From an optimization exercise on the open Yosys and OpenROAD flow, aimed at small area and a short achievable clock period; shortcuts taken in it are not production practice. The RTL was checked by simulation tests, not by an equivalence proof against the original design. Power figures rest on the tool's default switching activity, not on a simulated workload.

### flow/config.mk
export PLATFORM = sky130hd
export DESIGN_NAME = stream_fifo_top
export DESIGN_NICKNAME = stream_fifo_top
export VERILOG_FILES = /design/flow/design.v
export SDC_FILE = /design/flow/constraint.sdc
export NUM_CORES = 4
export LEC_CHECK = 0
export CAP_MARGIN = 20
export CORE_MARGIN = 2
export CORE_UTILIZATION = 65
export CTS_CLUSTER_DIAMETER = 90
export CTS_CLUSTER_SIZE = 30
export SETUP_SLACK_MARGIN = 5
export SLEW_MARGIN = 20
export TNS_END_PERCENT = 5
### flow/design.v
package stream_fifo_pkg;
	typedef logic [15:0] sample_t;
	typedef struct packed {
		sample_t hi;
		sample_t lo;
	} sample_pair_t;
	typedef logic [31:0] word_count_t;
endpackage
module stream_fifo_top (
	input  logic                          ti_clk,
	input  logic                          reset,
	input  logic                          sample_wr,
	input  stream_fifo_pkg::sample_t      sample_in,
	input  logic                          word_rd,
	output stream_fifo_pkg::sample_pair_t word_out,
	output logic                          block_rdy,
	output stream_fifo_pkg::word_count_t  fill_count
);
	localparam int NROW = 10;
	localparam int NCOL = 8;
	logic [31:0] mem [NROW*NCOL];
	logic [NROW-1:0] wr_row, rd_row;    
	logic [NCOL-1:0] wr_col, rd_col;    
	logic            wr_half;           
	logic [4:0] in_cnt;      
	logic [6:0] st_cnt;      
	logic [3:0] out_cnt;     
	logic       last_wr;     
	logic       last_rd;     
	logic [7:0] fill;
	logic do_write, do_read;
	logic write_ok, read_ok, mv_wr, mv_rd;
	assign do_write = sample_wr && (in_cnt != 5'd16);
	assign do_read  = word_rd && (out_cnt != 4'd0);
	assign write_ok = (in_cnt >= 5'd2) && (st_cnt != 7'd64);
	assign read_ok  = (st_cnt != 7'd0) && (out_cnt != 4'd8) && !last_rd;
	assign mv_rd    = read_ok && (!write_ok || last_wr);
	assign mv_wr    = write_ok && !mv_rd;
	logic [NCOL-1:0] wcol_lo, wcol_hi;
	assign wcol_lo = do_write && !wr_half ? wr_col : '0;
	assign wcol_hi = do_write &&  wr_half ? wr_col : '0;
	for (genvar r = 0; r < NROW; r++) begin : g_row
		for (genvar c = 0; c < NCOL; c++) begin : g_col
			always_ff @(posedge ti_clk) begin
				if (wr_row[r] && wcol_lo[c]) mem[r*NCOL+c][15:0]  <= sample_in;
				if (wr_row[r] && wcol_hi[c]) mem[r*NCOL+c][31:16] <= sample_in;
			end
		end
	end
	logic [31:0] row_word [NROW];
	logic [31:0] head;
	always_comb begin
		for (int r = 0; r < NROW; r++) begin
			row_word[r] = '0;
			for (int c = 0; c < NCOL; c++) begin
				row_word[r] = row_word[r] | (mem[r*NCOL+c] & {32{rd_col[c]}});
			end
		end
		head = '0;
		for (int r = 0; r < NROW; r++) begin
			head = head | (row_word[r] & {32{rd_row[r]}});
		end
	end
	always_ff @(posedge ti_clk) begin
		if (reset) begin
			wr_row    <= NROW'(1);
			wr_col    <= NCOL'(1);
			wr_half   <= 1'b0;
			rd_row    <= NROW'(1);
			rd_col    <= NCOL'(1);
			in_cnt    <= '0;
			st_cnt    <= '0;
			out_cnt   <= '0;
			last_wr   <= 1'b0;
			last_rd   <= 1'b0;
			fill      <= '0;
			word_out  <= '0;
			block_rdy <= 1'b0;
		end else begin
			if (do_write) begin
				wr_half <= !wr_half;
				if (wr_half) begin
					wr_col <= {wr_col[NCOL-2:0], wr_col[NCOL-1]};
					if (wr_col[NCOL-1]) wr_row <= {wr_row[NROW-2:0], wr_row[NROW-1]};
				end
			end
			if (do_read) begin
				word_out <= head;
				rd_col   <= {rd_col[NCOL-2:0], rd_col[NCOL-1]};
				if (rd_col[NCOL-1]) rd_row <= {rd_row[NROW-2:0], rd_row[NROW-1]};
			end
			in_cnt  <= in_cnt + 5'(do_write) - (mv_wr ? 5'd2 : 5'd0);
			st_cnt  <= st_cnt + 7'(mv_wr) - 7'(mv_rd);
			out_cnt <= out_cnt + 4'(last_rd) - 4'(do_read);
			last_wr <= mv_wr;
			last_rd <= mv_rd;
			case ({do_write, do_read})
				2'b10:   fill <= fill + 8'd1;
				2'b01:   fill <= fill - 8'd2;
				2'b11:   fill <= fill - 8'd1;
				default: fill <= fill;
			endcase
			block_rdy <= (out_cnt >= 4'd4);
		end
	end
	assign fill_count = {24'd0, fill};
endmodule
### flow/constraint.sdc
create_clock -name core_clock -period 8.0 [get_ports {ti_clk}]
set_input_delay 1.6000 -clock core_clock [delete_from_list [all_inputs] [get_ports {ti_clk}]]
set_output_delay 1.6000 -clock core_clock [all_outputs]
set_load 0.01 [all_outputs]
### flow/run.sh
#!/bin/bash
# synth_recipe.tcl (not shown) runs the flow's synth.tcl, then flattens the netlist and writes it again
# the make line also repeats each setting of config.mk as NAME=value (left out here)
make -C /OpenROAD-flow-scripts/flow DESIGN_CONFIG=/design/flow/config.mk WORK_HOME=/design/flow/orfs CLKGATE_MAP_FILE= SYNTH_SCRIPT=/design/flow/synth_recipe.tcl finish
==> reports/metrics.csv, run 1 <==
stage,metric,value,unit
floorplanning,effective utilization at floorplan,65.2,%
global_route,overflow left after global routing,0,
logic_synthesis,syn_area_per_cell,18.1,µm²
detailed_routing,Routed Wire Length,277000,µm
cts,source-to-sink clock delay at the later pin of the worst-skew pair,0.79,ns
floorplanning,x dimension of the die,391,µm
cts,Post-CTS Hold Buffers,0,
sta,worst slew margin relative to its limit,20.2,%
cells_and_area,"Cell Count, Final, Fillers Out",7371,
logic_synthesis,post-synth cell types,56,
logic_synthesis,adder-cell share of the synthesized area,0.434,%
cts,H-tree depth,3,
setup_path,launch point of the worst reg-to-reg path,rd_col[5],
cts,clk slew on worst S/H paths,0.10,ns
logic_synthesis,Mapped Area,97500,µm²
logic_synthesis,top area cells in the synthesized netlist,"sky130_fd_sc_hd__edfxtp_1 (79%), sky130_fd_sc_hd__a22oi_1 (11%), sky130_fd_sc_hd__nand4_1 (2.1%)",
sta,minimum clock period after layout,3.24,ns
cts,CTS tree,yes,
power_and_ir_drop,total power per unit cell area,248,nW/µm²
sta,number of pins with negative max-slew slack in the final report,0,
setup_path,largest driver fanout on the critical path,16,
setup_path,kind of start point of the critical path,input port,
global_route,GR Util All Layers,35.9,%
placed_design,placed wire-length estimate,160000,µm
global_route,global-route wire length before repair,386000,µm
cells_and_area,nets,5315,
power_and_ir_drop,static leakage,30.6,nW
cells_and_area,synthesis-to-finish area growth,5.56,%
floorplanning,number of placement rows,142,
cells_and_area,most frequent cells in the layout,"sky130_fd_sc_hd__edfxtp_1 (2560), sky130_fd_sc_hd__a22oi_1 (1365), sky130_fd_sc_hd__nand4_1 (320)",
floorplanning,Boundary Pins,85,
setup_path,CP cell instances,dlygate4sd2_1 > o21ai_4 > buf_12 > nor2_2 > and3_1,
logic_synthesis,"Top FF cell, synth",sky130_fd_sc_hd__edfxtp_1,
logic_synthesis,fraction of registers with async set/reset,0,%
logic_synthesis,multiplexer fraction of the synthesized cell area,0.0218,%
logic_synthesis,"Seq/Total Area, Yosys",80.8,%
outcome,outcome,no timing/DRC/antenna violations,
detailed_routing,per-cell via count in the routed design,7.37,
setup_path,kind of end point of the critical path,flip-flop,
logic_synthesis,fraction of synthesized cell area in xor and xnor cells,0.171,%
sta,slew at the pin closest to its max-slew limit,1.20,ns
global_route,largest net degree at the start of global routing,109,
logic_synthesis,synthesis-stage register bit count,2656,
sta,maximum achievable frequency,0.308,GHz
floorplanning,area of the die,153000,µm²
sta,number of failing hold endpoints at the final stage,0,
sta,setup violation total in the final timing report,0,
floorplanning,vertical extent of the die,391,µm
placed_design,weighted congestion at the end of routability-driven global placement,0.886,
flow_run,max capacitance violation total,0,
logic_synthesis,Yosys Warn Count,3,
logic_synthesis,fraction of synthesized cell area taken by the top area cell type,78.9,%
setup_path,critical setup path kind,input port to flip-flop,
detailed_routing,first-iteration detailed-routing DRC count,8744,
cts,maximum clock path buffer count,3,
setup_path,CP startpoint,sample_wr,
sta,Worst Clk Skew,0.0433,ns
logic_synthesis,dominant combinational cell family by area after synthesis,compound AO/OA/AOI/OAI gates,
detailed_routing,DRT antenna net count,0,
cells_and_area,"leading cell type in the layout, fill and taps excluded",sky130_fd_sc_hd__edfxtp_1,
setup_path,Crit path required time,8.41,ns
cts,Root Buffer,sky130_fd_sc_hd__clkbuf_16,
logic_synthesis,Compound-Gate Fraction of Synth Area,11.9,%
logic_synthesis,gate count of the mapped netlist,5372,
sta,post-route clock period utilization,40.5,%
logic_synthesis,library cell occupying the most area in the post-synthesis netlist,sky130_fd_sc_hd__edfxtp_1,
sta,setup TNS,0,ns
worst_hold_path,hold path startpoint,word_out[30],
cells_and_area,fraction of final layout cells sized beyond drive strength 1,8.59,%
power_and_ir_drop,peak supply drop,233,µV
logic_synthesis,Synth Area in Simple Gates,4.07,%
cts,clock buffer count from CTS,100,
setup_path,"Slowest-stage cell, CP",sky130_fd_sc_hd__and3_1,
detailed_routing,via count,54300,
detailed_routing,number of detailed-route iterations in the first pass,10,
setup_path,critical path's largest stage delay,0.86,ns
logic_synthesis,number of flops mapped to enable cells by yosys,2560,
floorplanning,area of the core,149000,µm²
cts,TritonCTS Sinks,2656,
worst_hold_path,worst min path class,flip-flop to flip-flop,
global_route,number of global-route vias before repair,50600,
placed_design,number of buffers inserted by port buffering,60,
detailed_routing,number of remaining DRC errors,0,
detailed_routing,per-cell routed wire length,37.5,µm
global_route,initial antenna violation count,16,
placed_design,DP Cell Count,7153,
setup_path,Worst Path Arrival,3.66,ns
sta,unrepaired setup endpoints after global routing,true,
-- path summary, 6_finish.rpt --
check                  to  slack [ns]  cells past startpoint
min reg2reg  word_out[30]        0.51                      2
max            mem[56][7]        4.76                      5
max reg2reg  word_out[24]        4.80                      5
min          word_out[30]        0.51                      2
-- through the flow --
step | power, mW | cell area (µm²) | hold slack [ns] | util, % | worst slack [ns]
5_1_grt | 26.1 | 103000 | 0.528 | 68.8 | 4.75
6_report | 25.6 | 103000 | 0.515 | 68.9 | 4.76
3_3_place_gp | 19.0 | 99200 | 0.487 | 66.4 | 2.82
4_1_cts | 25.4 | 103000 | 0.511 | 68.7 | 4.81
3_5_place_dp | 19.0 | 99200 | 0.496 | 66.4 | 2.77
2_1_floorplan | 17.5 | 97600 | 0.489 | - | 4.46
-- worst max-delay path, delay by kind of cell --
kind | cells | cell delay (ns)
AOI/OAI and AO/OA | 1 | 0.14
buffers and inverters | 2 | 0.41
and+or+nand+nor | 2 | 1.49
-- state kept, by name, indices dropped and copies added, names as in the netlist, 4 cells and up --
register  flops
mem        2560
word_out     32
rd_row       10
wr_row       10
fill          8
rd_col        8
wr_col        8
st_cnt        7
in_cnt        5
out_cnt       4
-- final cells by class --
class	instances	area (µm²)
diodes	23	57.6
repair inverters	4	30.0
well taps	2016	2520
clock buffers	158	2830
multi-input cells	2295	16500
clock inverters	13	128
repair buffers	174	1680
fillers	9830	46500
flip-flops and latches	2656	78900
inverters	32	155
-- cells by family (layout without fill, tap and decap cells) --
kind of cell / Yosys count / in the layout
compound gates: 1549 / 1549
xor+xnor: 19 / 19
fa+ha+maj: 32 / 32
buf+inv: 446 / 381
flops: 2656 / 2656
mux: 2 / 2
other cells: 1 / 47
simple gates: 667 / 669
-- power by group --
| group | total (mW) | switching, mW | leakage (nW) | internal, mW |
|---|---|---|---|---|
| Combinational | 3.36 | 2.32 | 5.34 | 1.04 |
| Clock | 6.56 | 4.07 | 1.42 | 2.49 |
| Sequential | 15.6 | 0.255 | 23.8 | 15.4 |
| Total | 25.6 | 6.65 | 30.6 | 18.9 |
-- per-layer routing --
layer / wire length (µm) / up-vias / GRT usage (%)
li1: - / 22100 / -
met1: 106000 / 28200 / 53.6
met2: 130000 / 3574 / 55.4
met3: 29300 / 455 / 4.77
met4: 11400 / 0 / 12.7
met5: 0 / - / 0
-- cells in the mapped netlist (4+ instances only) --
cell type,count
sky130_fd_sc_hd__a222oi_1,32
sky130_fd_sc_hd__nand2_1,38
sky130_fd_sc_hd__and3_1,88
sky130_fd_sc_hd__xor2_1,8
sky130_fd_sc_hd__a21oi_1,75
sky130_fd_sc_hd__nor2b_1,5
sky130_fd_sc_hd__a211oi_1,37
sky130_fd_sc_hd__ha_1,29
sky130_fd_sc_hd__nand2b_1,4
sky130_fd_sc_hd__buf_1,7
sky130_fd_sc_hd__edfxtp_1,2560
sky130_fd_sc_hd__a22oi_1,1365
sky130_fd_sc_hd__inv_1,29
sky130_fd_sc_hd__clkbuf_1,82
sky130_fd_sc_hd__and2_1,78
sky130_fd_sc_hd__and4_1,32
sky130_fd_sc_hd__a21o_1,4
sky130_fd_sc_hd__buf_2,239
sky130_fd_sc_hd__xnor2_1,11
sky130_fd_sc_hd__nor2_1,78
sky130_fd_sc_hd__a22oi_2,11
sky130_fd_sc_hd__dfxtp_1,96
sky130_fd_sc_hd__o21ai_0,8
sky130_fd_sc_hd__buf_4,30
sky130_fd_sc_hd__nand4_1,320
sky130_fd_sc_hd__nand3_1,11
sky130_fd_sc_hd__buf_6,56
-- repair_timing --
action / in CTS / in global routing
resized for setup: 227 / 29
setup endpoints to repair: 2706 / 1922
gates cloned: 8 / 1
hold endpoints to repair: 0 / 0
pin swaps: 9 / 4
buffers inserted: 12 / 3
==> inputs of run 2 (changes only) <==
--- a/flow/design.v
+++ b/flow/design.v
@@ -19,8 +19,9 @@
 	localparam int NROW = 10;
 	localparam int NCOL = 8;
 	logic [31:0] mem [NROW*NCOL];
-	logic [NROW-1:0] wr_row, rd_row;    
-	logic [NCOL-1:0] wr_col, rd_col;    
+	logic [NROW-1:0] wr_row;            
+	logic [NCOL-1:0] wr_col;            
+	logic [NROW*NCOL-1:0] rd_sel;       
 	logic            wr_half;           
 	logic [4:0] in_cnt;      
 	logic [6:0] st_cnt;      
@@ -28,17 +29,19 @@
 	logic       last_wr;     
 	logic       last_rd;     
 	logic [7:0] fill;
+	logic in_full;
 	logic do_write, do_read;
 	logic write_ok, read_ok, mv_wr, mv_rd;
-	assign do_write = sample_wr && (in_cnt != 5'd16);
+	assign in_full  = (in_cnt == 5'd16);
+	assign do_write = sample_wr && !in_full;
 	assign do_read  = word_rd && (out_cnt != 4'd0);
 	assign write_ok = (in_cnt >= 5'd2) && (st_cnt != 7'd64);
 	assign read_ok  = (st_cnt != 7'd0) && (out_cnt != 4'd8) && !last_rd;
 	assign mv_rd    = read_ok && (!write_ok || last_wr);
 	assign mv_wr    = write_ok && !mv_rd;
 	logic [NCOL-1:0] wcol_lo, wcol_hi;
-	assign wcol_lo = do_write && !wr_half ? wr_col : '0;
-	assign wcol_hi = do_write &&  wr_half ? wr_col : '0;
+	assign wcol_lo = !in_full && !wr_half ? wr_col : '0;
+	assign wcol_hi = !in_full &&  wr_half ? wr_col : '0;
 	for (genvar r = 0; r < NROW; r++) begin : g_row
 		for (genvar c = 0; c < NCOL; c++) begin : g_col
 			always_ff @(posedge ti_clk) begin
@@ -47,18 +50,11 @@
 			end
 		end
 	end
-	logic [31:0] row_word [NROW];
 	logic [31:0] head;
 	always_comb begin
-		for (int r = 0; r < NROW; r++) begin
-			row_word[r] = '0;
-			for (int c = 0; c < NCOL; c++) begin
-				row_word[r] = row_word[r] | (mem[r*NCOL+c] & {32{rd_col[c]}});
-			end
-		end
 		head = '0;
-		for (int r = 0; r < NROW; r++) begin
-			head = head | (row_word[r] & {32{rd_row[r]}});
+		for (int i = 0; i < NROW*NCOL; i++) begin
+			head = head | (mem[i] & {32{rd_sel[i]}});
 		end
 	end
 	always_ff @(posedge ti_clk) begin
@@ -66,8 +62,7 @@
 			wr_row    <= NROW'(1);
 			wr_col    <= NCOL'(1);
 			wr_half   <= 1'b0;
-			rd_row    <= NROW'(1);
-			rd_col    <= NCOL'(1);
+			rd_sel    <= (NROW*NCOL)'(1);
 			in_cnt    <= '0;
 			st_cnt    <= '0;
 			out_cnt   <= '0;
@@ -86,8 +81,7 @@
 			end
 			if (do_read) begin
 				word_out <= head;
-				rd_col   <= {rd_col[NCOL-2:0], rd_col[NCOL-1]};
-				if (rd_col[NCOL-1]) rd_row <= {rd_row[NROW-2:0], rd_row[NROW-1]};
+				rd_sel <= {rd_sel[NROW*NCOL-2:0], rd_sel[NROW*NCOL-1]};
 			end
 			in_cnt  <= in_cnt + 5'(do_write) - (mv_wr ? 5'd2 : 5'd0);
 			st_cnt  <= st_cnt + 7'(mv_wr) - 7'(mv_rd);
--- a/flow/config.mk
+++ b/flow/config.mk
@@ -7,9 +7,9 @@
 export LEC_CHECK = 0
 export CAP_MARGIN = 20
 export CORE_MARGIN = 2
-export CORE_UTILIZATION = 65
-export CTS_CLUSTER_DIAMETER = 90
-export CTS_CLUSTER_SIZE = 30
+export CORE_UTILIZATION = 60
+export CTS_CLUSTER_DIAMETER = 100
+export CTS_CLUSTER_SIZE = 25
 export SETUP_SLACK_MARGIN = 5
 export SLEW_MARGIN = 20
 export TNS_END_PERCENT = 5
==> run 2 against run 1 <==
Effect of this change: maximum frequency down 8.0%; combinational power shrank 39%; critical path depth increased by 1; register-to-register slack got worse by 0.32 ns; first-iteration DRC count rose by 94%; clock skew is 0.012 ns lower; sequential share of layout area down 1.1 points; total power shrank 1.7%; die area rose by 9.1%; global-route usage grew 16 points; flip-flop and latch count grew 62; largest cell class unchanged; highest routed layer is now met5.
==> reports/metrics.csv, run 2 <==
stage,metric,value,unit
detailed_routing,uppermost layer routed,met5,
setup_path,kind of start point of the critical path,flip-flop,
cells_and_area,"leading cell type in the layout, fill and taps excluded",sky130_fd_sc_hd__edfxtp_1,
logic_synthesis,syn_area_per_cell,18.0,µm²
global_route,initial antenna violation count,30,
floorplanning,Boundary Pins,85,
global_route,largest net degree at the start of global routing,114,
logic_synthesis,"Seq/Total Area, Yosys",81.4,%
sta,unrepaired setup endpoints after global routing,true,
cts,clock buffer count from CTS,118,
sta,post-route clock period utilization,44.1,%
setup_path,Worst Path Arrival,4.16,ns
sta,number of failing hold endpoints at the final stage,0,
floorplanning,area of the core,163000,µm²
logic_synthesis,top area cells in the synthesized netlist,"sky130_fd_sc_hd__edfxtp_1 (78%), sky130_fd_sc_hd__a22oi_1 (3.8%), sky130_fd_sc_hd__a221oi_1 (3.5%)",
floorplanning,x dimension of the die,409,µm
setup_path,largest driver fanout on the critical path,19,
outcome,outcome,no timing/DRC/antenna violations,
power_and_ir_drop,peak supply drop,201,µV
sta,number of pins with negative max-slew slack in the final report,0,
cells_and_area,Post-Route Utilization,65.2,%
worst_hold_path,Min-Delay Endpoint,rd_sel[35],
cells_and_area,nets,5547,
floorplanning,effective utilization at floorplan,60.4,%
logic_synthesis,post-synth cell types,53,
worst_hold_path,hold path startpoint,rd_sel[34],
logic_synthesis,number of flops mapped to enable cells by yosys,2560,
cts,TritonCTS Sinks,2718,
global_route,number of global-route vias before repair,57000,
cells_and_area,fraction of final layout cells sized beyond drive strength 1,12.2,%
logic_synthesis,Yosys Warn Count,2,
detailed_routing,per-cell via count in the routed design,8.50,
cts,H-tree depth,3,
logic_synthesis,dominant combinational cell family by area after synthesis,compound AO/OA/AOI/OAI gates,
power_and_ir_drop,total power of the final layout,25.1,mW
sta,setup TNS,0,ns
logic_synthesis,Compound-Gate Fraction of Synth Area,11.9,%
global_route,global-route wire length before repair,556000,µm
logic_synthesis,fraction of registers with async set/reset,0,%
detailed_routing,per-cell routed wire length,55.9,µm
sta,worst slew margin relative to its limit,8.26,%
power_and_ir_drop,static leakage,33.1,nW
floorplanning,number of placement rows,148,
sta,slew at the pin closest to its max-slew limit,1.36,ns
placed_design,number of buffers inserted by port buffering,60,
detailed_routing,metal3 WL,90200,µm
cells_and_area,registers with the most flip-flops,"mem (2560), rd_sel (80), word_out (32)",
detailed_routing,DRT antenna net count,0,
cts,CTS tree,yes,
floorplanning,area of the die,167000,µm²
detailed_routing,number of detailed-route iterations in the first pass,9,
detailed_routing,first-iteration detailed-routing DRC count,17000,
setup_path,kind of end point of the critical path,flip-flop,
cells_and_area,synthesis-to-finish area growth,7.92,%
logic_synthesis,most frequent cell after synthesis,sky130_fd_sc_hd__edfxtp_1,
cells_and_area,most flop-heavy register,mem,
setup_path,launch point of the worst reg-to-reg path,rd_sel[3],
cts,Post-CTS Hold Buffers,0,
detailed_routing,via count,66000,
logic_synthesis,most numerous cell types in the synthesized netlist,"sky130_fd_sc_hd__edfxtp_1 (2560), sky130_fd_sc_hd__a22oi_1 (502), sky130_fd_sc_hd__a221oi_1 (390)",
logic_synthesis,adder-cell share of the synthesized area,0.430,%
logic_synthesis,Mapped Area,98300,µm²
placed_design,placed wire-length estimate,245000,µm
detailed_routing,DR WL met2,173000,µm
logic_synthesis,Synth Area in Simple Gates,4.08,%
cts,maximum clock path buffer count,3,
logic_synthesis,gate count of the mapped netlist,5446,
setup_path,endpoint of the lowest-slack register-to-register path,word_out[3],
setup_path,length in cells of the worst reg-to-reg path,6,
sta,setup violation total in the final timing report,0,
detailed_routing,sum of routed wire segments on met1,140000,µm
placed_design,weighted congestion at the end of routability-driven global placement,0.960,
cells_and_area,most frequent cells in the layout,"sky130_fd_sc_hd__edfxtp_1 (2560), sky130_fd_sc_hd__a22oi_1 (502), sky130_fd_sc_hd__a22o_1 (389)",
sta,Worst Clk Skew,0.0310,ns
cells_and_area,number of flip-flops in the largest register,2560,
detailed_routing,number of remaining DRC errors,0,
setup_path,critical setup path kind,flip-flop to flip-flop,
logic_synthesis,fraction of synthesized cell area taken by the top area cell type,78.2,%
setup_path,register-to-register setup slack,4.48,ns
logic_synthesis,library cell occupying the most area in the post-synthesis netlist,sky130_fd_sc_hd__edfxtp_1,
flow_run,max capacitance violation total,0,
sta,Min Hold Slack,0.475,ns
logic_synthesis,multiplexer fraction of the synthesized cell area,0.0204,%
floorplanning,vertical extent of the die,409,µm
global_route,overflow left after global routing,0,
global_route,GR Util All Layers,51.5,%
sta,maximum achievable frequency,0.284,GHz
logic_synthesis,"Top FF cell, synth",sky130_fd_sc_hd__edfxtp_1,
worst_hold_path,cell depth of the worst min-delay path,2,
setup_path,Crit path required time,8.63,ns
sta,minimum clock period after layout,3.52,ns
power_and_ir_drop,total power per unit cell area,237,nW/µm²
cts,clk slew on worst S/H paths,0.10,ns
cts,Root Buffer,sky130_fd_sc_hd__clkbuf_16,
logic_synthesis,fraction of synthesized cell area in xor and xnor cells,0.134,%
logic_synthesis,synthesis-stage register bit count,2718,
cts,source-to-sink clock delay at the later pin of the worst-skew pair,0.82,ns
detailed_routing,Routed Wire Length,434000,µm
worst_hold_path,worst min path class,flip-flop to flip-flop,
-- run 2: worst max-delay path by stage --
stage | start | end | slack [ns] | cells after the start
finish | rd_sel[3] | word_out[3] | 4.48 | 6
detailed placement | sample_wr | fill[6] | 3.31 | 11
CTS | in_cnt[2] | mem[12][25] | 4.70 | 7
global placement | sample_wr | fill[7] | 3.27 | 11
floorplan | sample_wr | fill[6] | 4.61 | 11
global route | word_out[30] | word_out[30] | 4.70 | 1
-- run 2: cells by family (layout without fill, tap and decap cells) --
family,after synthesis,after routing
flops,2718,2718
mux,2,2
other cells,1,56
simple gates,729,730
buf+inv,467,557
xor+xnor,15,15
compound gates,1482,1482
fa+ha+maj,32,32
-- run 2: layout make-up --
| class | instances | area, µm² |
|---|---|---|
| clock buffer | 181 | 3260 |
| tap | 2175 | 2720 |
| clock inverter | 4 | 48.8 |
| timing repair buffer | 339 | 2760 |
| fill | 11300 | 56700 |
| antenna | 32 | 80.1 |
| inverter | 32 | 144 |
| timing repair inverter | 1 | 8.76 |
| sequential | 2718 | 80200 |
| multi-input combinational | 2285 | 16800 |
-- run 2: worst max-delay path, stage by stage, from the launching register on --
cell                       delay, ns
sky130_fd_sc_hd__dfxtp_2        0.56
sky130_fd_sc_hd__buf_4          0.34
sky130_fd_sc_hd__buf_4          0.35
sky130_fd_sc_hd__a221oi_1       0.53
sky130_fd_sc_hd__nand4_1        0.17
sky130_fd_sc_hd__nor4_2         1.15
sky130_fd_sc_hd__a21oi_1        0.15
-- run 2: where the power goes --
group | leakage (nW) | internal [mW] | total, mW | switching (mW)
clock | 1.59 | 2.83 | 7.20 | 4.37
sequential | 24.4 | 15.7 | 15.9 | 0.186
combinational | 7.14 | 0.581 | 2.05 | 1.47
-- run 2: per-stage QoR --
stage	cells	area [µm²]	setup slack, ns
2_1_floorplan	5469	98400	4.61
3_3_place_gp	7534	102000	3.27
3_5_place_dp	7535	102000	3.31
4_1_cts	7728	106000	4.70
5_1_grt	7735	106000	4.70
6_report	7767	106000	4.48
-- run 2: per-layer routing --
layer,vias to the layer above,GRT usage (%)
met5,-,0.805
met4,26,27.6
met3,1674,26.2
met2,7958,68.3
met1,33700,69.0
li1,22700,-
-- run 2: timing repair --
action / 4_1_cts / 5_1_grt
resized for setup: 131 / 53
buffers inserted: 6 / 7
endpoints found under the hold margin: 0 / 0
endpoints found under the setup margin: 966 / 1703
gates cloned: 2 / 0
pin swaps: 6 / 6
==> inputs of run 3 (changes only) <==
==> flow/flow/run.sh (new file) <==
#!/bin/bash
# The standard layout, with two changes to how it is made:
#  - sizing may swap a cell for one of another footprint (the platform
#    limits repair to same-footprint swaps);
#  - port buffers are buf_4 cells rather than the slow delay buffers the
#    port buffering step picks on its own.
# make's output goes to standard.log; ORFS keeps each tool's log under orfs/logs.
set -euo pipefail
bash standard.sh MATCH_CELL_FOOTPRINT=0 \
  "BUFFER_PORTS_ARGS=-buffer_cell sky130_fd_sc_hd__buf_4" \
  finish > standard.log 2>&1
==> flow/standard.sh (new file) <==
#!/bin/bash
# synth_recipe.tcl (not shown) runs the flow's synth.tcl, then flattens the netlist and writes it again
# the make line also repeats each setting of config.mk as NAME=value (left out here)
make -C /OpenROAD-flow-scripts/flow DESIGN_CONFIG=/design/flow/config.mk WORK_HOME=/design/flow/orfs CLKGATE_MAP_FILE= SYNTH_SCRIPT=/design/flow/synth_recipe.tcl "${@:-finish}"
removed: flow/run.sh
==> run 3 against run 2 <==
Effect of this change: still clean on timing, DRC and antenna; non-clock buffer count is 11 lower; register-to-register slack worse by 0.09 ns; hold slack worse by 0.0078 ns; clock power hardly changed; synthesized cell count stayed put; flip-flop and latch count stayed put; wire length is 0.92% lower; die area stayed put; sequential power hardly changed; largest cell class unchanged.
==> reports/metrics.csv, run 3 <==
stage,metric,value,unit
placed_design,placed wire-length estimate,241000,µm
sta,minimum clock period after layout,3.62,ns
logic_synthesis,syn_area_per_cell,18.0,µm²
cells_and_area,nets,5536,
floorplanning,area of the die,167000,µm²
floorplanning,x dimension of the die,409,µm
flow_run,max capacitance violation total,0,
global_route,number of global-route vias before repair,56700,
detailed_routing,number of remaining DRC errors,0,
sta,slew at the pin closest to its max-slew limit,1.24,ns
floorplanning,area of the core,163000,µm²
sta,unrepaired setup endpoints after global routing,true,
detailed_routing,per-cell routed wire length,55.4,µm
power_and_ir_drop,total power per unit cell area,237,nW/µm²
sta,setup TNS,0,ns
sta,final worst-path setup slack,4.38,ns
placed_design,cell area reported after detailed placement,102000,µm²
logic_synthesis,"Seq/Total Area, Yosys",81.4,%
power_and_ir_drop,peak supply drop,220,µV
detailed_routing,DRT antenna net count,0,
cells_and_area,Finished Cell Area,106000,µm²
logic_synthesis,library cell occupying the most area in the post-synthesis netlist,sky130_fd_sc_hd__edfxtp_1,
cts,Post-CTS Hold Buffers,0,
cts,clk slew on worst S/H paths,0.11,ns
logic_synthesis,Mapped Area,98300,µm²
floorplanning,vertical extent of the die,409,µm
power_and_ir_drop,part of the total power dissipated in sequential elements,63.3,%
floorplanning,Boundary Pins,85,
sta,number of failing hold endpoints at the final stage,0,
cells_and_area,most frequent cells in the layout,"sky130_fd_sc_hd__edfxtp_1 (2560), sky130_fd_sc_hd__a22oi_1 (502), sky130_fd_sc_hd__a22o_1 (389)",
power_and_ir_drop,static leakage,32.9,nW
cells_and_area,"leading cell type in the layout, fill and taps excluded",sky130_fd_sc_hd__edfxtp_1,
setup_path,largest driver fanout on the critical path,24,
cts,clock buffer count from CTS,118,
logic_synthesis,gate count of the mapped netlist,5446,
floorplanning,number of placement rows,148,
floorplanning,effective utilization at floorplan,60.4,%
sta,maximum achievable frequency,0.276,GHz
cts,H-tree depth,3,
global_route,overflow left after global routing,0,
power_and_ir_drop,net switching power,5.98,mW
logic_synthesis,"Top FF cell, synth",sky130_fd_sc_hd__edfxtp_1,
logic_synthesis,most frequent cell after synthesis,sky130_fd_sc_hd__edfxtp_1,
power_and_ir_drop,switching power as a share of total power,23.8,%
power_and_ir_drop,part of the total power dissipated in combinational logic,8.0,%
cts,source-to-sink clock delay at the later pin of the worst-skew pair,0.82,ns
cts,maximum clock path buffer count,3,
setup_path,Crit path required time,8.66,ns
cells_and_area,area taken by flip-flops and latches,80100,µm²
logic_synthesis,synthesis-stage register bit count,2718,
cells_and_area,fraction of final layout cells sized beyond drive strength 1,11.9,%
detailed_routing,per-cell via count in the routed design,8.45,
cells_and_area,area occupied by multi-input gates,16700,µm²
outcome,outcome,no timing/DRC/antenna violations,
logic_synthesis,number of flops mapped to enable cells by yosys,2560,
power_and_ir_drop,power share of the clock group,28.8,%
setup_path,Worst Path Arrival,4.28,ns
global_route,global-route wire length before repair,552000,µm
logic_synthesis,fraction of synthesized cell area taken by the top area cell type,78.2,%
power_and_ir_drop,cell internal power dissipation,19.1,mW
global_route,largest net degree at the start of global routing,116,
detailed_routing,Routed Wire Length,430000,µm
detailed_routing,first-iteration detailed-routing DRC count,16500,
logic_synthesis,Yosys Warn Count,2,
cells_and_area,# fillers,11100,
detailed_routing,number of detailed-route iterations in the first pass,9,
sta,post-route clock period utilization,45.2,%
worst_hold_path,worst min path class,flip-flop to flip-flop,
setup_path,kind of start point of the critical path,flip-flop,
cells_and_area,synthesis-to-finish area growth,7.56,%
cells_and_area,registers with the most flip-flops,"mem (2560), rd_sel (80), word_out (32)",
setup_path,critical setup path kind,flip-flop to flip-flop,
logic_synthesis,most numerous cell types in the synthesized netlist,"sky130_fd_sc_hd__edfxtp_1 (2560), sky130_fd_sc_hd__a22oi_1 (502), sky130_fd_sc_hd__a221oi_1 (390)",
placed_design,weighted congestion at the end of routability-driven global placement,0.940,
placed_design,Placement Setup Slack,3.49,ns
cts,Root Buffer,sky130_fd_sc_hd__clkbuf_16,
sta,setup violation total in the final timing report,0,
sta,worst slew margin relative to its limit,16.7,%
logic_synthesis,fraction of registers with async set/reset,0,%
global_route,initial antenna violation count,29,
placed_design,number of buffers inserted by port buffering,60,
power_and_ir_drop,total power of the final layout,25.1,mW
global_route,GR Util All Layers,51.0,%
detailed_routing,via count,65600,
logic_synthesis,top area cells in the synthesized netlist,"sky130_fd_sc_hd__edfxtp_1 (78%), sky130_fd_sc_hd__a22oi_1 (3.8%), sky130_fd_sc_hd__a221oi_1 (3.5%)",
sta,Worst Clk Skew,0.0381,ns
sta,number of pins with negative max-slew slack in the final report,0,
cells_and_area,Post-Route Utilization,64.9,%
cts,TritonCTS Sinks,2718,
cells_and_area,most flop-heavy register,mem,
cells_and_area,number of flip-flops in the largest register,2560,
cts,CTS tree,yes,
logic_synthesis,post-synth cell types,53,
setup_path,kind of end point of the critical path,flip-flop,
## run 3: cell counts after synthesis
Identical to the previous run, type by type.
## run 3: metal layers
metal	routed length (µm)	GRT usage (%)	share of wire [%]
met5	424	1.26	0.099
met2	171000	68.0	40
met4	28500	25.3	6.6
met3	89900	27.2	21
met1	140000	68.0	33
## run 3: path summary, 6_finish.rpt
kind / start / end / slack [ns] / cells past startpoint
worst max-delay path: rd_sel[42] / word_out[0] / 4.38 / 6
worst min-delay path: rd_sel[46] / rd_sel[47] / 0.47 / 2
worst max register to register: rd_sel[42] / word_out[0] / 4.38 / 6
worst min register to register: rd_sel[46] / rd_sel[47] / 0.47 / 2
## run 3: area by class of cell
| class | instances | share of cell area, % |
|---|---|---|
| well taps | 2175 | 2.57 |
| inverters | 32 | 0.130 |
| repair buffers | 328 | 2.44 |
| diodes | 28 | 0.0663 |
| flip-flops and latches | 2718 | 75.8 |
| multi-input cells | 2286 | 15.8 |
| clock inverters | 4 | 0.0473 |
| clock buffers | 193 | 3.12 |
## run 3: logic make-up (layout without fill, tap and decap cells)
kind of cell,Yosys count,after routing,synth area share (%)
AO/OA/AOI/OAI,1482,1482,11.9
XOR/XNOR,15,15,0.134
adder cells (fa/ha/maj),32,32,0.430
buffers and inverters,467,557,2.03
flip-flops,2718,2718,81.4
multiplexers,2,2,0.0204
other,1,52,0.00382
AND/OR/NAND/NOR,729,731,4.08
## run 3: per-stage QoR
step	std cells	hold slack, ns
finish	7764	0.467
detailed placement	7536	0.452
global placement	7536	0.443
global route	7736	0.474
CTS	7736	0.467
floorplan	5469	0.460
## run 3: critical path: stages, from the launching register on
cell	delay, ns
sky130_fd_sc_hd__dfxtp_2	0.60
sky130_fd_sc_hd__buf_4	0.47
sky130_fd_sc_hd__a22o_1	0.31
sky130_fd_sc_hd__a221oi_1	0.23
sky130_fd_sc_hd__nand4_1	0.73
sky130_fd_sc_hd__nor4_1	0.89
sky130_fd_sc_hd__a21oi_1	0.14
## run 3: power groups by stage
| stage | combinational [mW] | clock [mW] | sequential, mW |
|---|---|---|---|
| after floorplan | 0.942 | 0 | 16.1 |
| after detailed placement | 1.84 | 0 | 16.2 |
| after global placement | 1.81 | 0 | 16.2 |
| after CTS | 1.90 | 7.09 | 15.9 |
| after global routing | 2.09 | 7.52 | 15.9 |
| final | 2.00 | 7.22 | 15.9 |
## run 3: repair_timing
action,4_1_cts,5_1_grt
endpoints found under the setup margin,716,1648
cloned,2,0
setup buffers,1,0
gates resized for setup,16,26
pin swaps,2,0
==> inputs of run 4 (changes only) <==
--- a/flow/design.v
+++ b/flow/design.v
@@ -19,9 +19,8 @@
 	localparam int NROW = 10;
 	localparam int NCOL = 8;
 	logic [31:0] mem [NROW*NCOL];
-	logic [NROW-1:0] wr_row;            
-	logic [NCOL-1:0] wr_col;            
-	logic [NROW*NCOL-1:0] rd_sel;       
+	logic [NROW-1:0] wr_row, rd_row;    
+	logic [NCOL-1:0] wr_col, rd_col;    
 	logic            wr_half;           
 	logic [4:0] in_cnt;      
 	logic [6:0] st_cnt;      
@@ -40,8 +39,6 @@
 	assign mv_rd    = read_ok && (!write_ok || last_wr);
 	assign mv_wr    = write_ok && !mv_rd;
 	logic [NCOL-1:0] wcol_lo, wcol_hi;
-	assign wcol_lo = !in_full && !wr_half ? wr_col : '0;
-	assign wcol_hi = !in_full &&  wr_half ? wr_col : '0;
 	for (genvar r = 0; r < NROW; r++) begin : g_row
 		for (genvar c = 0; c < NCOL; c++) begin : g_col
 			always_ff @(posedge ti_clk) begin
@@ -50,11 +47,33 @@
 			end
 		end
 	end
+	logic [31:0] row_word [NROW];
 	logic [31:0] head;
 	always_comb begin
+		for (int r = 0; r < NROW; r++) begin
+			row_word[r] = '0;
+			for (int c = 0; c < NCOL; c++) begin
+				row_word[r] = row_word[r] | (mem[r*NCOL+c] & {32{rd_col[c]}});
+			end
+		end
 		head = '0;
-		for (int i = 0; i < NROW*NCOL; i++) begin
-			head = head | (mem[i] & {32{rd_sel[i]}});
+		for (int r = 0; r < NROW; r++) begin
+			head = head | (row_word[r] & {32{rd_row[r]}});
+		end
+	end
+	logic [4:0]      in_cnt_d;
+	logic            half_d;
+	logic [NCOL-1:0] col_d;
+	assign in_cnt_d = in_cnt + 5'(do_write) - (mv_wr ? 5'd2 : 5'd0);
+	assign half_d   = do_write ? !wr_half : wr_half;
+	assign col_d    = (do_write && wr_half) ? {wr_col[NCOL-2:0], wr_col[NCOL-1]} : wr_col;
+	always_ff @(posedge ti_clk) begin
+		if (reset) begin
+			wcol_lo <= NCOL'(1);
+			wcol_hi <= '0;
+		end else begin
+			wcol_lo <= (in_cnt_d != 5'd16 && !half_d) ? col_d : '0;
+			wcol_hi <= (in_cnt_d != 5'd16 &&  half_d) ? col_d : '0;
 		end
 	end
 	always_ff @(posedge ti_clk) begin
@@ -62,7 +81,8 @@
 			wr_row    <= NROW'(1);
 			wr_col    <= NCOL'(1);
 			wr_half   <= 1'b0;
-			rd_sel    <= (NROW*NCOL)'(1);
+			rd_row    <= NROW'(1);
+			rd_col    <= NCOL'(1);
 			in_cnt    <= '0;
 			st_cnt    <= '0;
 			out_cnt   <= '0;
@@ -72,18 +92,15 @@
 			word_out  <= '0;
 			block_rdy <= 1'b0;
 		end else begin
-			if (do_write) begin
-				wr_half <= !wr_half;
-				if (wr_half) begin
-					wr_col <= {wr_col[NCOL-2:0], wr_col[NCOL-1]};
-					if (wr_col[NCOL-1]) wr_row <= {wr_row[NROW-2:0], wr_row[NROW-1]};
-				end
-			end
+			wr_half <= half_d;
+			wr_col  <= col_d;
+			if (do_write && wr_half && wr_col[NCOL-1]) wr_row <= {wr_row[NROW-2:0], wr_row[NROW-1]};
 			if (do_read) begin
 				word_out <= head;
-				rd_sel <= {rd_sel[NROW*NCOL-2:0], rd_sel[NROW*NCOL-1]};
+				rd_col   <= {rd_col[NCOL-2:0], rd_col[NCOL-1]};
+				if (rd_col[NCOL-1]) rd_row <= {rd_row[NROW-2:0], rd_row[NROW-1]};
 			end
-			in_cnt  <= in_cnt + 5'(do_write) - (mv_wr ? 5'd2 : 5'd0);
+			in_cnt  <= in_cnt_d;
 			st_cnt  <= st_cnt + 7'(mv_wr) - 7'(mv_rd);
 			out_cnt <= out_cnt + 4'(last_rd) - 4'(do_read);
 			last_wr <= mv_wr;
==> flow/run.sh (new file) <==
#!/bin/bash
# synth_recipe.tcl (not shown) runs the flow's synth.tcl, then flattens the netlist and writes it again
# the make line also repeats each setting of config.mk as NAME=value (left out here)
make -C /OpenROAD-flow-scripts/flow DESIGN_CONFIG=/design/flow/config.mk WORK_HOME=/design/flow/orfs CLKGATE_MAP_FILE= SYNTH_SCRIPT=/design/flow/synth_recipe.tcl finish
removed: flow/flow/run.sh
removed: flow/standard.sh
==> run 4 against run 3 <==
Effect of this change: still clean on timing, DRC and antenna; final cell count fell by 1.6%; first-iteration DRC count fell by 51%; total power grew 5.2%; non-clock buffer count shrank 74; hold slack better by 0.081 ns; setup slack improved by 0.38 ns; global-route usage down 16 points; clock-buffer cell count down 26; sequential power about the same; wire length down 32%; largest cell class unchanged; largest power group unchanged.
==> reports/metrics.csv, run 4 <==
stage,metric,value,unit
outcome,outcome,no timing/DRC/antenna violations,
sta,setup TNS,0,ns
setup_path,largest driver fanout on the critical path,77,
setup_path,Crit path required time,8.67,ns
cells_and_area,nets,5448,
detailed_routing,first-iteration detailed-routing DRC count,8065,
floorplanning,area of the die,166000,µm²
setup_path,CP startpoint,rd_col[7],
placed_design,DP Cell Count,7351,
power_and_ir_drop,peak supply drop,198,µV
setup_path,critical path's largest stage delay,1.04,ns
sta,post-route clock period utilization,40.5,%
sta,minimum clock period after layout,3.24,ns
floorplanning,effective utilization at floorplan,60.5,%
floorplanning,number of placement rows,147,
cells_and_area,"Cell Count, Final, Fillers Out",7639,
placed_design,number of buffers inserted by port buffering,60,
detailed_routing,DRT antenna net count,0,
cells_and_area,area taken by flip-flops and latches,79200,µm²
sta,worst slew margin relative to its limit,10.8,%
detailed_routing,via count,55000,
sta,number of failing hold endpoints at the final stage,0,
setup_path,kind of end point of the critical path,flip-flop,
logic_synthesis,library cell occupying the most area in the post-synthesis netlist,sky130_fd_sc_hd__edfxtp_1,
cells_and_area,# fillers,11000,
worst_hold_path,hold path startpoint,word_out[23],
sta,setup violation total in the final timing report,0,
cells_and_area,synthesis-to-finish area growth,8.12,%
cts,clk slew on worst S/H paths,0.10,ns
detailed_routing,number of remaining DRC errors,0,
detailed_routing,per-cell via count in the routed design,7.20,
logic_synthesis,Mapped Area,97400,µm²
worst_hold_path,worst min path class,flip-flop to flip-flop,
placed_design,weighted congestion at the end of routability-driven global placement,0.858,
detailed_routing,Routed Wire Length,294000,µm
global_route,global-route wire length before repair,404000,µm
logic_synthesis,fraction of registers with async set/reset,0,%
logic_synthesis,syn_area_per_cell,18.1,µm²
setup_path,number of buffer and inverter instances along the worst setup path,1,
detailed_routing,uppermost layer routed,met5,
setup_path,critical setup path kind,flip-flop to flip-flop,
sta,maximum achievable frequency,0.309,GHz
detailed_routing,sum of routed wire segments on met1,113000,µm
floorplanning,Boundary Pins,85,
cts,maximum clock path buffer count,3,
cells_and_area,area occupied by multi-input gates,16800,µm²
global_route,number of global-route vias before repair,50700,
worst_hold_path,Min-Delay Endpoint,word_out[23],
cts,CTS tree,yes,
cells_and_area,"leading cell type in the layout, fill and taps excluded",sky130_fd_sc_hd__edfxtp_1,
floorplanning,x dimension of the die,407,µm
detailed_routing,number of detailed-route iterations in the first pass,6,
sta,number of pins with negative max-slew slack in the final report,0,
global_route,initial antenna violation count,22,
logic_synthesis,post-synth cell types,49,
logic_synthesis,top area cells in the synthesized netlist,"sky130_fd_sc_hd__edfxtp_1 (79%), sky130_fd_sc_hd__a22oi_1 (10%), sky130_fd_sc_hd__dfxtp_1 (2.3%)",
setup_path,Worst Path Arrival,3.91,ns
setup_path,kind of start point of the critical path,flip-flop,
cells_and_area,number of flip-flops in the largest register,2560,
global_route,largest net degree at the start of global routing,98,
setup_path,endpoint of the lowest-slack register-to-register path,word_out[1],
cells_and_area,registers with the most flip-flops,"mem (2560), word_out (32)",
sta,slew at the pin closest to its max-slew limit,1.34,ns
setup_path,"Slowest-stage cell, CP",sky130_fd_sc_hd__a222oi_1,
power_and_ir_drop,static leakage,31.5,nW
logic_synthesis,"Seq/Total Area, Yosys",81.2,%
global_route,GR Util All Layers,35.3,%
flow_run,max capacitance violation total,0,
sta,Worst Clk Skew,0.0183,ns
setup_path,register-to-register setup slack,4.76,ns
setup_path,length in cells of the worst reg-to-reg path,7,
cts,TritonCTS Sinks,2672,
logic_synthesis,most numerous cell types in the synthesized netlist,"sky130_fd_sc_hd__edfxtp_1 (2560), sky130_fd_sc_hd__a22oi_1 (1340), sky130_fd_sc_hd__nand4_1 (320)",
detailed_routing,per-cell routed wire length,38.5,µm
setup_path,CP cell instances,buf_12 > a22oi_2 > nand4_1 > a222oi_1 > nand3_1 > a2111oi_4 > nor2_1,
cts,clock buffer count from CTS,116,
cts,Root Buffer,sky130_fd_sc_hd__clkbuf_16,
sta,unrepaired setup endpoints after global routing,true,
logic_synthesis,fraction of synthesized cell area taken by the top area cell type,78.9,%
logic_synthesis,Yosys Warn Count,3,
cells_and_area,most flop-heavy register,mem,
global_route,overflow left after global routing,0,
cts,source-to-sink clock delay at the later pin of the worst-skew pair,0.78,ns
setup_path,critical path's top delay family,compound AO/OA/AOI/OAI gates,
worst_hold_path,cell depth of the worst min-delay path,2,
power_and_ir_drop,total power per unit cell area,251,nW/µm²
logic_synthesis,number of flops mapped to enable cells by yosys,2560,
detailed_routing,DR WL met2,138000,µm
cells_and_area,most frequent cells in the layout,"sky130_fd_sc_hd__edfxtp_1 (2560), sky130_fd_sc_hd__a22oi_1 (1331), sky130_fd_sc_hd__nand4_1 (320)",
cells_and_area,fraction of final layout cells sized beyond drive strength 1,8.96,%
placed_design,placed wire-length estimate,152000,µm
logic_synthesis,gate count of the mapped netlist,5386,
floorplanning,area of the core,161000,µm²
logic_synthesis,synthesis-stage register bit count,2672,
detailed_routing,metal3 WL,28200,µm
floorplanning,vertical extent of the die,407,µm
setup_path,launch point of the worst reg-to-reg path,rd_col[7],
logic_synthesis,"Top FF cell, synth",sky130_fd_sc_hd__edfxtp_1,
cts,H-tree depth,3,
logic_synthesis,most frequent cell after synthesis,sky130_fd_sc_hd__edfxtp_1,
cts,Post-CTS Hold Buffers,0,
## run 4: cells by family after synthesis
group / count (synthesis) / synth area share (%)
adders and majority gates: 33 / 0.447
other: 1 / 0.00385
xor gates and xnor gates: 19 / 0.171
muxes: 9 / 0.0938
AOI/OAI and AO/OA: 1548 / 12.0
buffers and inverters: 422 / 2.10
DFF: 2672 / 81.2
and+or+nand+nor: 682 / 4.00
## run 4: worst max path at each step
stage | cells after the start | endpoint
finish | 7 | word_out[1]
detailed placement | 13 | fill[7]
floorplan | 12 | fill[7]
global route | 7 | word_out[21]
CTS | 8 | word_out[1]
global placement | 13 | fill[7]
## run 4: repair_timing
action	4_1_cts	5_1_grt
endpoints found under the hold margin	0	0
gates cloned	23	3
setup endpoints to repair	170	189
pin swaps	26	43
setup buffers	49	11
gates resized for setup	186	70
## run 4: through the flow
| step | utilization (%) | hold WS, ns | area (µm²) | setup WS [ns] | power [mW] |
|---|---|---|---|---|---|
| final | 65.4 | 0.549 | 105000 | 4.76 | 26.4 |
| after CTS | 65.1 | 0.548 | 105000 | 4.87 | 26.2 |
| after global routing | 65.4 | 0.578 | 105000 | 4.84 | 27.0 |
| after floorplan | - | 0.465 | 97600 | 4.46 | 17.6 |
| after detailed placement | 62.1 | 0.526 | 100000 | 2.84 | 19.2 |
| after global placement | 62.1 | 0.521 | 100000 | 2.84 | 19.2 |
## run 4: cell type report
class	count	share of cell area [%]
clock inverter	5	0.0523
timing repair buffer	254	2.99
antenna	30	0.0713
clock buffer	167	3.00
tap	2160	2.57
sequential	2672	75.2
multi-input combinational	2315	15.9
timing repair inverter	2	0.0166
inverter	34	0.144
## run 4: where the power goes
group,switching [mW],internal (mW),total (mW)
Sequential,0.217,15.5,15.7
Combinational,2.50,1.30,3.81
Clock,4.12,2.75,6.87
## run 4: layer usage
layer	vias up	global-route usage (%)
met5	-	0
met4	8	14.8
li1	22400	-
met1	28900	50.1
met3	521	5.98
met2	3195	54.9
## run 4: tightest hold or removal path, cell delays in order, from the launching register on
cell	delay [ns]
sky130_fd_sc_hd__dfxtp_1	0.34
sky130_fd_sc_hd__o21ai_0	0.09
sky130_fd_sc_hd__nor2_1	0.09
==> inputs of run 5 (changes only) <==
==> flow/flow/run.sh (new file) <==
#!/bin/bash
# The standard layout, with one change to how it is made: port buffers are
# buf_4 cells rather than the slow delay buffers the port buffering step
# picks on its own. make's output goes to standard.log; ORFS keeps each
# tool's log under orfs/logs.
set -euo pipefail
bash standard.sh "BUFFER_PORTS_ARGS=-buffer_cell sky130_fd_sc_hd__buf_4" \
  finish > standard.log 2>&1
==> flow/standard.sh (new file) <==
#!/bin/bash
# synth_recipe.tcl (not shown) runs the flow's synth.tcl, then flattens the netlist and writes it again
# the make line also repeats each setting of config.mk as NAME=value (left out here)
make -C /OpenROAD-flow-scripts/flow DESIGN_CONFIG=/design/flow/config.mk WORK_HOME=/design/flow/orfs CLKGATE_MAP_FILE= SYNTH_SCRIPT=/design/flow/synth_recipe.tcl "${@:-finish}"
removed: flow/run.sh
==> run 5 against run 4 <==
Effect of this change: total power is 0.38% lower; critical path depth stayed put; combinational power is 3% lower; clock skew is 0.013 ns higher; synthesized cell count stayed put; global-route usage hardly changed.
==> reports/metrics.csv, run 5 <==
stage,metric,value,unit
logic_synthesis,library cell occupying the most area in the post-synthesis netlist,sky130_fd_sc_hd__edfxtp_1,
placed_design,weighted congestion at the end of routability-driven global placement,0.878,
power_and_ir_drop,part of the total power dissipated in sequential elements,59.8,%
setup_path,CP startpoint,rd_col[1],
placed_design,Placement Setup Slack,3.55,ns
setup_path,Worst path depth,7,
setup_path,CP cell instances,buf_12 > a22oi_1 > nand4_1 > a222oi_1 > nand3_1 > a2111oi_4 > nor2_1,
logic_synthesis,fraction of registers with async set/reset,0,%
global_route,largest net degree at the start of global routing,99,
global_route,overflow left after global routing,0,
outcome,outcome,no timing/DRC/antenna violations,
sta,minimum clock period after layout,3.21,ns
power_and_ir_drop,net switching power,6.79,mW
placed_design,number of buffers inserted by port buffering,60,
detailed_routing,per-cell routed wire length,38.7,µm
setup_path,length in cells of the worst reg-to-reg path,7,
cts,clock buffer count from CTS,116,
floorplanning,effective utilization at floorplan,60.5,%
setup_path,number of buffer and inverter instances along the worst setup path,1,
detailed_routing,number of remaining DRC errors,0,
logic_synthesis,gate count of the mapped netlist,5386,
sta,number of failing hold endpoints at the final stage,0,
logic_synthesis,post-synth cell types,49,
power_and_ir_drop,switching power as a share of total power,25.8,%
cells_and_area,"leading cell type in the layout, fill and taps excluded",sky130_fd_sc_hd__edfxtp_1,
logic_synthesis,number of flops mapped to enable cells by yosys,2560,
power_and_ir_drop,static leakage,31.3,nW
setup_path,launch point of the worst reg-to-reg path,rd_col[1],
detailed_routing,per-cell via count in the routed design,7.21,
sta,setup violation total in the final timing report,0,
logic_synthesis,"Seq/Total Area, Yosys",81.2,%
logic_synthesis,top area cells in the synthesized netlist,"sky130_fd_sc_hd__edfxtp_1 (79%), sky130_fd_sc_hd__a22oi_1 (10%), sky130_fd_sc_hd__dfxtp_1 (2.3%)",
power_and_ir_drop,peak supply drop,256,µV
sta,maximum achievable frequency,0.312,GHz
sta,setup TNS,0,ns
cells_and_area,number of flip-flops in the largest register,2560,
sta,post-route clock period utilization,40.1,%
cells_and_area,nets,5436,
cts,source-to-sink clock delay at the later pin of the worst-skew pair,0.79,ns
logic_synthesis,Mapped Area,97400,µm²
logic_synthesis,"Top FF cell, synth",sky130_fd_sc_hd__edfxtp_1,
global_route,GR Util All Layers,35.3,%
floorplanning,vertical extent of the die,407,µm
detailed_routing,Routed Wire Length,294000,µm
setup_path,Worst Path Arrival,3.89,ns
floorplanning,area of the die,166000,µm²
logic_synthesis,syn_area_per_cell,18.1,µm²
setup_path,critical path's largest stage delay,1.11,ns
detailed_routing,DRT antenna net count,0,
power_and_ir_drop,total power per unit cell area,250,nW/µm²
sta,Worst Clk Skew,0.0310,ns
flow_run,max capacitance violation total,0,
cts,maximum clock path buffer count,3,
cells_and_area,most frequent cells in the layout,"sky130_fd_sc_hd__edfxtp_1 (2560), sky130_fd_sc_hd__a22oi_1 (1330), sky130_fd_sc_hd__nand4_1 (320)",
power_and_ir_drop,cell internal power dissipation,19.5,mW
setup_path,critical path's top delay family,compound AO/OA/AOI/OAI gates,
logic_synthesis,most numerous cell types in the synthesized netlist,"sky130_fd_sc_hd__edfxtp_1 (2560), sky130_fd_sc_hd__a22oi_1 (1340), sky130_fd_sc_hd__nand4_1 (320)",
floorplanning,Boundary Pins,85,
sta,final worst-path setup slack,4.79,ns
logic_synthesis,fraction of synthesized cell area taken by the top area cell type,78.9,%
sta,unrepaired setup endpoints after global routing,true,
setup_path,register-to-register setup slack,4.79,ns
setup_path,worst setup path endpoint,word_out[14],
cts,Post-CTS Hold Buffers,0,
worst_hold_path,worst min path class,flip-flop to flip-flop,
sta,number of pins with negative max-slew slack in the final report,0,
global_route,initial antenna violation count,16,
floorplanning,area of the core,161000,µm²
logic_synthesis,most frequent cell after synthesis,sky130_fd_sc_hd__edfxtp_1,
cts,Root Buffer,sky130_fd_sc_hd__clkbuf_16,
cells_and_area,# fillers,11000,
global_route,global-route wire length before repair,404000,µm
cells_and_area,fraction of final layout cells sized beyond drive strength 1,8.79,%
setup_path,kind of end point of the critical path,flip-flop,
cts,TritonCTS Sinks,2672,
placed_design,placed wire-length estimate,153000,µm
cells_and_area,synthesis-to-finish area growth,7.79,%
power_and_ir_drop,total power of the final layout,26.3,mW
cts,clk slew on worst S/H paths,0.10,ns
setup_path,Crit path required time,8.68,ns
sta,slew at the pin closest to its max-slew limit,1.27,ns
setup_path,endpoint of the lowest-slack register-to-register path,word_out[14],
setup_path,kind of start point of the critical path,flip-flop,
cts,CTS tree,yes,
detailed_routing,via count,54800,
sta,worst slew margin relative to its limit,15.0,%
setup_path,"Slowest-stage cell, CP",sky130_fd_sc_hd__a222oi_1,
cells_and_area,registers with the most flip-flops,"mem (2560), word_out (32)",
global_route,number of global-route vias before repair,50600,
logic_synthesis,synthesis-stage register bit count,2672,
power_and_ir_drop,power share of the clock group,26.1,%
detailed_routing,number of detailed-route iterations in the first pass,8,
detailed_routing,first-iteration detailed-routing DRC count,8588,
floorplanning,number of placement rows,147,
cells_and_area,most flop-heavy register,mem,
floorplanning,x dimension of the die,407,µm
logic_synthesis,Yosys Warn Count,3,
power_and_ir_drop,part of the total power dissipated in combinational logic,14.1,%
cts,H-tree depth,3,
setup_path,critical setup path kind,flip-flop to flip-flop,
setup_path,largest driver fanout on the critical path,61,
[run 5: cell counts after synthesis]
No cell type changed its count.
[run 5: power by group through the flow]
stage               logic [mW]  registers (mW)  clock network, mW
floorplan                 1.73            15.9                  0
global placement          3.11            16.0                  0
detailed placement        3.14            16.0                  0
CTS                       3.51            15.7               6.87
global route              3.88            15.7               7.31
finish                    3.71            15.7               6.87
[run 5: what timing repair did]
action | CTS | global route
setup buffers | 47 | 10
gates resized for setup | 93 | 46
gates cloned | 21 | 2
pin swaps | 32 | 33
endpoints found under the setup margin | 81 | 71
[run 5: layout make-up]
class / instances / area [µm²] / share of cell area [%]
flip-flops and latches: 2672 / 79200 / 75.4
multi-input cells: 2315 / 16700 / 15.9
clock buffers: 156 / 3130 / 2.98
repair buffers: 242 / 3000 / 2.86
well taps: 2160 / 2700 / 2.57
inverters: 34 / 149 / 0.142
diodes: 20 / 50.0 / 0.0477
clock inverters: 4 / 46.3 / 0.0441
repair inverters: 2 / 17.5 / 0.0167
[run 5: cell families (layout without fill, tap and decap cells)]
| logic type | count (synthesis) | after routing | share of synthesized area (%) |
|---|---|---|---|
| AO/OA/AOI/OAI | 1548 | 1548 | 12.0 |
| multiplexers | 9 | 9 | 0.0938 |
| other | 1 | 44 | 0.00385 |
| buffers and inverters | 422 | 438 | 2.10 |
| AND/OR/NAND/NOR | 682 | 682 | 4.00 |
| XOR/XNOR | 19 | 19 | 0.171 |
| flip-flops | 2672 | 2672 | 81.2 |
| adder cells (fa/ha/maj) | 33 | 33 | 0.447 |
[run 5: metal layers]
| metal | part of all wire [%] | vias to the layer above | track usage, % |
|---|---|---|---|
| li1 | - | 22300 | - |
| met1 | 39 | 28800 | 51.2 |
| met2 | 47 | 3269 | 54.4 |
| met3 | 10 | 430 | 5.72 |
| met4 | 4.3 | 14 | 13.4 |
| met5 | 0.029 | - | 0 |
[run 5: worst min-delay path, stage by stage, from the launching register on]
cell	delay, ns
sky130_fd_sc_hd__dfxtp_1	0.34
sky130_fd_sc_hd__mux2i_1	0.11
sky130_fd_sc_hd__nor2_1	0.09
[run 5: through the flow]
step | std cells | hold WS [ns] | instance area, µm² | utilization (%)
floorplan | 5409 | 0.465 | 97600 | -
global placement | 7343 | 0.520 | 99800 | 62.0
detailed placement | 7343 | 0.530 | 99800 | 62.0
CTS | 7571 | 0.558 | 105000 | 65.0
global route | 7585 | 0.600 | 105000 | 65.2
finish | 7605 | 0.554 | 105000 | 65.2
[run 5: worst min-delay path by stage]
| stage | startpoint | end | slack [ns] | depth (start not counted) |
|---|---|---|---|---|
| final | wr_col[6] | wcol_lo[7] | 0.55 | 2 |
| after detailed placement | word_out[11] | word_out[11] | 0.53 | 2 |
| after global routing | word_out[11] | word_out[11] | 0.60 | 2 |
| after CTS | word_out[11] | word_out[11] | 0.56 | 2 |
| after global placement | word_out[11] | word_out[11] | 0.52 | 2 |
| after floorplan | wr_col[0] | wr_col[0] | 0.47 | 2 |

[afterwards: timing with drivers on the ports]
Ports are ideal in the flow. The routed layouts listed here were re-timed in OpenROAD. Step 1, drivers: a clkbuf_16 drives ti_clk and a buf_2 each remaining input, both assumed. Step 2, shift: input delay + t, output delay - t, t = (earliest + latest rising clock arrival at the registers) / 2. This alone moves slack from input paths to output paths. Slacks: no drivers / after step 1 / after step 2; pairs: no drivers / after step 1.
| run | t (ns) | setup WS [ns] | latest minus earliest clock arrival (ns) | worst register clock-pin slew, ns |
|---|---|---|---|---|
| run 1 | 0.857 | 4.757 / 4.707 / 3.964 | 0.047 / 0.046 | 0.12 / 0.12 |
| run 2 | 0.903 | 4.475 / 4.475 / 4.080 | 0.035 / 0.035 | 0.11 / 0.11 |
| run 3 | 0.907 | 4.381 / 4.381 / 4.067 | 0.045 / 0.045 | 0.11 / 0.11 |
| run 4 | 0.871 | 4.761 / 4.755 / 4.076 | 0.023 / 0.023 | 0.11 / 0.11 |
| run 5 | 0.860 | 4.790 / 4.790 / 4.100 | 0.046 / 0.046 | 0.11 / 0.11 |
After both steps every run listed still meets setup and hold. For run 1, which loses most, drivers alone change the setup slack by -0.050 ns; drivers and shift together by -0.793 ns.
